What follows belongs to an exercise in optimizing a design on an open flow for small area and a short achievable clock period; a production flow would make more cautious choices.

## the baseline
==> flow/design.v <==
package rv_isa_pkg;
    localparam int XLEN       = 32;
    localparam int REG_ADDR_W = 5;
    localparam int SHAMT_W    = 5;
    localparam int ALT_BIT    = 30;
    typedef logic [XLEN-1:0]       word_t;
    typedef logic [REG_ADDR_W-1:0] reg_addr_t;
    typedef logic [31:0]           inst_t;
    typedef logic [2:0]            funct3_t;
    typedef enum logic [6:0] {
        OP_IMM = 7'b0010011,   
        OP     = 7'b0110011,   
        LOAD   = 7'b0000011,
        STORE  = 7'b0100011,
        BRANCH = 7'b1100011,
        JAL    = 7'b1101111,
        JALR   = 7'b1100111,
        LUI    = 7'b0110111,
        AUIPC  = 7'b0010111
    } opcode_e;
    typedef enum logic [2:0] {
        ADD_SUB = 3'b000,
        SLL     = 3'b001,
        SLT     = 3'b010,
        SLTU    = 3'b011,
        XOR     = 3'b100,
        SR      = 3'b101,   
        OR      = 3'b110,
        AND     = 3'b111
    } funct3_alu_e;
    typedef enum logic [2:0] {
        BEQ  = 3'b000,
        BNE  = 3'b001,
        BLT  = 3'b100,
        BGE  = 3'b101,
        BLTU = 3'b110,
        BGEU = 3'b111
    } funct3_br_e;
endpackage
package ex_pkg;
    typedef enum logic [3:0] {
        ALU_ADD,
        ALU_SUB,
        ALU_SLL,
        ALU_SLT,
        ALU_SLTU,
        ALU_XOR,
        ALU_SRL,
        ALU_SRA,
        ALU_OR,
        ALU_AND
    } alu_op_e;
    typedef enum logic [2:0] {
        CLS_NONE,     
        CLS_ALU,      
        CLS_LOAD,
        CLS_STORE,
        CLS_BRANCH,
        CLS_JUMP      
    } inst_class_e;
endpackage
module ex_stage (
    input  logic        clk,
    input  logic        rst_i,
    input  logic [31:0] inst_i,
    input  logic [31:0] pc_i,
    input  logic [31:0] rs1_data_i,
    input  logic [31:0] rs2_data_i,
    input  logic        reg_w_en_i,
    input  logic [4:0]  reg_w_addr_i,
    output logic        reg_w_en_o,
    output logic [4:0]  reg_w_addr_o,
    output logic [31:0] reg_w_data_o,
    output logic        mem_r_en_o,
    output logic        mem_w_en_o,
    output logic [31:0] mem_addr_o,
    output logic [31:0] mem_w_data_o,
    output logic [2:0]  mem_funct3_o,
    output logic        jump_flag_o,
    output logic [31:0] jump_addr_o
);
    logic [6:0] opc;
    logic [2:0] f3;
    logic       alt;
    logic       is_opimm, is_op, is_load, is_store, is_branch;
    logic       is_jal, is_jalr, is_lui, is_auipc, is_alu;
    assign opc = inst_i[6:0];
    assign f3  = inst_i[14:12];
    assign alt = inst_i[30];
    assign is_opimm  = opc == 7'b0010011;
    assign is_op     = opc == 7'b0110011;
    assign is_load   = opc == 7'b0000011;
    assign is_store  = opc == 7'b0100011;
    assign is_branch = opc == 7'b1100011;
    assign is_jal    = opc == 7'b1101111;
    assign is_jalr   = opc == 7'b1100111;
    assign is_lui    = opc == 7'b0110111;
    assign is_auipc  = opc == 7'b0010111;
    assign is_alu    = is_op | is_opimm;
    logic        s31;
    logic [31:0] imm_i, imm_s, imm_u;
    assign s31   = inst_i[31];
    assign imm_i = {{20{s31}}, inst_i[31:20]};
    assign imm_s = {{20{s31}}, inst_i[31:25], inst_i[11:7]};
    assign imm_u = {inst_i[31:12], 12'b0};
    logic [31:0] a_b, a_bx, a_sum;
    logic        use_rs2, use_s, a_inv, a_cout;
    assign use_rs2 = inst_i[5] & (inst_i[4] | inst_i[6]) & ~inst_i[2];
    assign use_s   = inst_i[5] & ~inst_i[4] & ~inst_i[6];
    always_comb begin
        if (use_rs2)    a_b = rs2_data_i;
        else if (use_s) a_b = imm_s;
        else            a_b = imm_i;
    end
    assign a_inv = (inst_i[6] & ~inst_i[2]) |
                   (~inst_i[6] & inst_i[4] & ((f3[2:1] == 2'b01) | (inst_i[5] & (f3 == 3'b000) & alt)));
    assign a_bx  = a_b ^ {32{a_inv}};
    assign {a_cout, a_sum} = {1'b0, rs1_data_i} + {1'b0, a_bx} + {32'd0, a_inv};
    logic lt_u, lt_s, eq;
    assign lt_u = ~a_cout;
    assign lt_s = (rs1_data_i[31] ^ a_b[31]) ? rs1_data_i[31] : a_sum[31];
    assign eq   = rs1_data_i == rs2_data_i;
    logic cond;
    always_comb begin
        case (f3[2:1])
            2'b00:   cond = eq ^ f3[0];
            2'b10:   cond = lt_s ^ f3[0];
            2'b11:   cond = lt_u ^ f3[0];
            default: cond = 1'b0;
        endcase
    end
    logic [31:0] b_off, b_sum, link;
    always_comb begin
        if (inst_i[3])      b_off = {{12{s31}}, inst_i[19:12], inst_i[20], inst_i[30:21], 1'b0};
        else if (inst_i[2]) b_off = imm_u;
        else                b_off = {{20{s31}}, inst_i[7], inst_i[30:25], inst_i[11:8], 1'b0};
    end
    assign b_sum = pc_i + b_off;
    assign link  = {pc_i[31:2] + 30'd1, pc_i[1:0]};
    logic [4:0]  shamt;
    logic [31:0] sh_in, sh_out, sh_rev;
    logic        sll, fill;
    assign shamt = is_op ? rs2_data_i[4:0] : inst_i[24:20];
    assign sll   = ~f3[2];
    assign fill  = f3[2] & alt & rs1_data_i[31];
    always_comb begin
        for (int k = 0; k < 32; k++) sh_in[k] = sll ? rs1_data_i[31-k] : rs1_data_i[k];
    end
    assign sh_out = 32'($signed({fill, sh_in}) >>> shamt);
    always_comb begin
        for (int k = 0; k < 32; k++) sh_rev[k] = sh_out[31-k];
    end
    logic [31:0] logic_res, alu_res, wb;
    always_comb begin
        case (f3[1:0])
            2'b00:   logic_res = rs1_data_i ^ a_b;
            2'b10:   logic_res = rs1_data_i | a_b;
            default: logic_res = rs1_data_i & a_b;
        endcase
    end
    always_comb begin
        case (f3)
            3'b000:  alu_res = a_sum;
            3'b001:  alu_res = sh_rev;
            3'b010:  alu_res = {31'd0, lt_s};
            3'b011:  alu_res = {31'd0, lt_u};
            3'b101:  alu_res = sh_out;
            default: alu_res = logic_res;
        endcase
    end
    always_comb begin
        if (is_alu)                  wb = alu_res;
        else if (is_jal | is_jalr)   wb = link;
        else if (is_auipc)           wb = b_sum;
        else if (is_lui)             wb = imm_u;
        else                         wb = '0;
    end
    always_ff @(posedge clk) begin
        if (rst_i) begin
            reg_w_en_o   <= 1'b0;
            reg_w_addr_o <= '0;
            reg_w_data_o <= '0;
            mem_r_en_o   <= 1'b0;
            mem_w_en_o   <= 1'b0;
            mem_addr_o   <= '0;
            mem_w_data_o <= '0;
            mem_funct3_o <= '0;
            jump_flag_o  <= 1'b0;
            jump_addr_o  <= '0;
        end else begin
            reg_w_en_o   <= reg_w_en_i;
            reg_w_addr_o <= reg_w_addr_i;
            reg_w_data_o <= wb;
            mem_r_en_o   <= is_load;
            mem_w_en_o   <= is_store;
            mem_addr_o   <= (is_load | is_store) ? a_sum : '0;
            mem_w_data_o <= is_store ? rs2_data_i : '0;
            mem_funct3_o <= f3;
            jump_flag_o  <= (is_branch & cond) | is_jal | is_jalr;
            jump_addr_o  <= is_jalr ? a_sum : ((is_branch | is_jal) ? b_sum : '0);
        end
    end
endmodule
Settings: LEC_CHECK=0, CAP_MARGIN=20, CORE_MARGIN=2, CORE_UTILIZATION=30, PLACE_DENSITY=0.45, SETUP_SLACK_MARGIN=2.5, SLEW_MARGIN=20; clock period 7.0 ns.
run.sh (not shown) runs the stock make flow with config.mk's settings and CLKGATE_MAP_FILE= SYNTH_SCRIPT=/design/flow/synth_recipe.tcl, a recipe that flattens the netlist after the stock synthesis.
The baseline did not stop at any stage, and its layout met the timing, design-rule and antenna checks.
The inputs of the candidate differ from those of the baseline as listed below.
- clearing SETUP_SLACK_MARGIN, which used to be 2.5
==> comparison <==
Global-route usage in the candidate is 2.0 points lower than in the baseline. Of the candidate and the baseline, it is the candidate that has the higher endpoint required time on the critical path. The standard cells in the candidate occupy less silicon area than those in the baseline do. Run comparison: the candidate capture point of the critical path jump_flag_o; the baseline capture point of the critical path reg_w_data_o[22]. The candidate vs. the baseline: antenna cell count went down; via count saw a decrease. Detailed-route wire length in the candidate is about 6% below the baseline.
No run of this note included a check of the RTL's function; only the layout flow was run.

what the ideal ports hide:
Ports are ideal in the flow. The routed layouts listed here were re-timed in OpenROAD.
Step 1 assumes that a clkbuf_16 drives the clock port and a buf_2 every other input.
Step 2 also shifts input and output timing later by t, the mid clock arrival at the registers, as if the neighbouring blocks saw the same clock.
a / b / c = ideal / step 1 / step 2; a / b = the first two.
run | t (ns) | setup slack, ns | hold WS [ns] | worst setup path after step 2
the baseline | 0.544 | 2.298 / 2.311 / 1.767 | 1.291 / 1.289 / 1.833 | input to register
the candidate | 0.544 | 0.835 / 0.835 / 0.291 | 1.460 / 1.421 / 1.965 | input to register
After both steps setup and hold are still met in every run listed. The setup slack of the candidate, which loses most, moves by 0.000 ns with the drivers and by -0.544 ns with both steps.
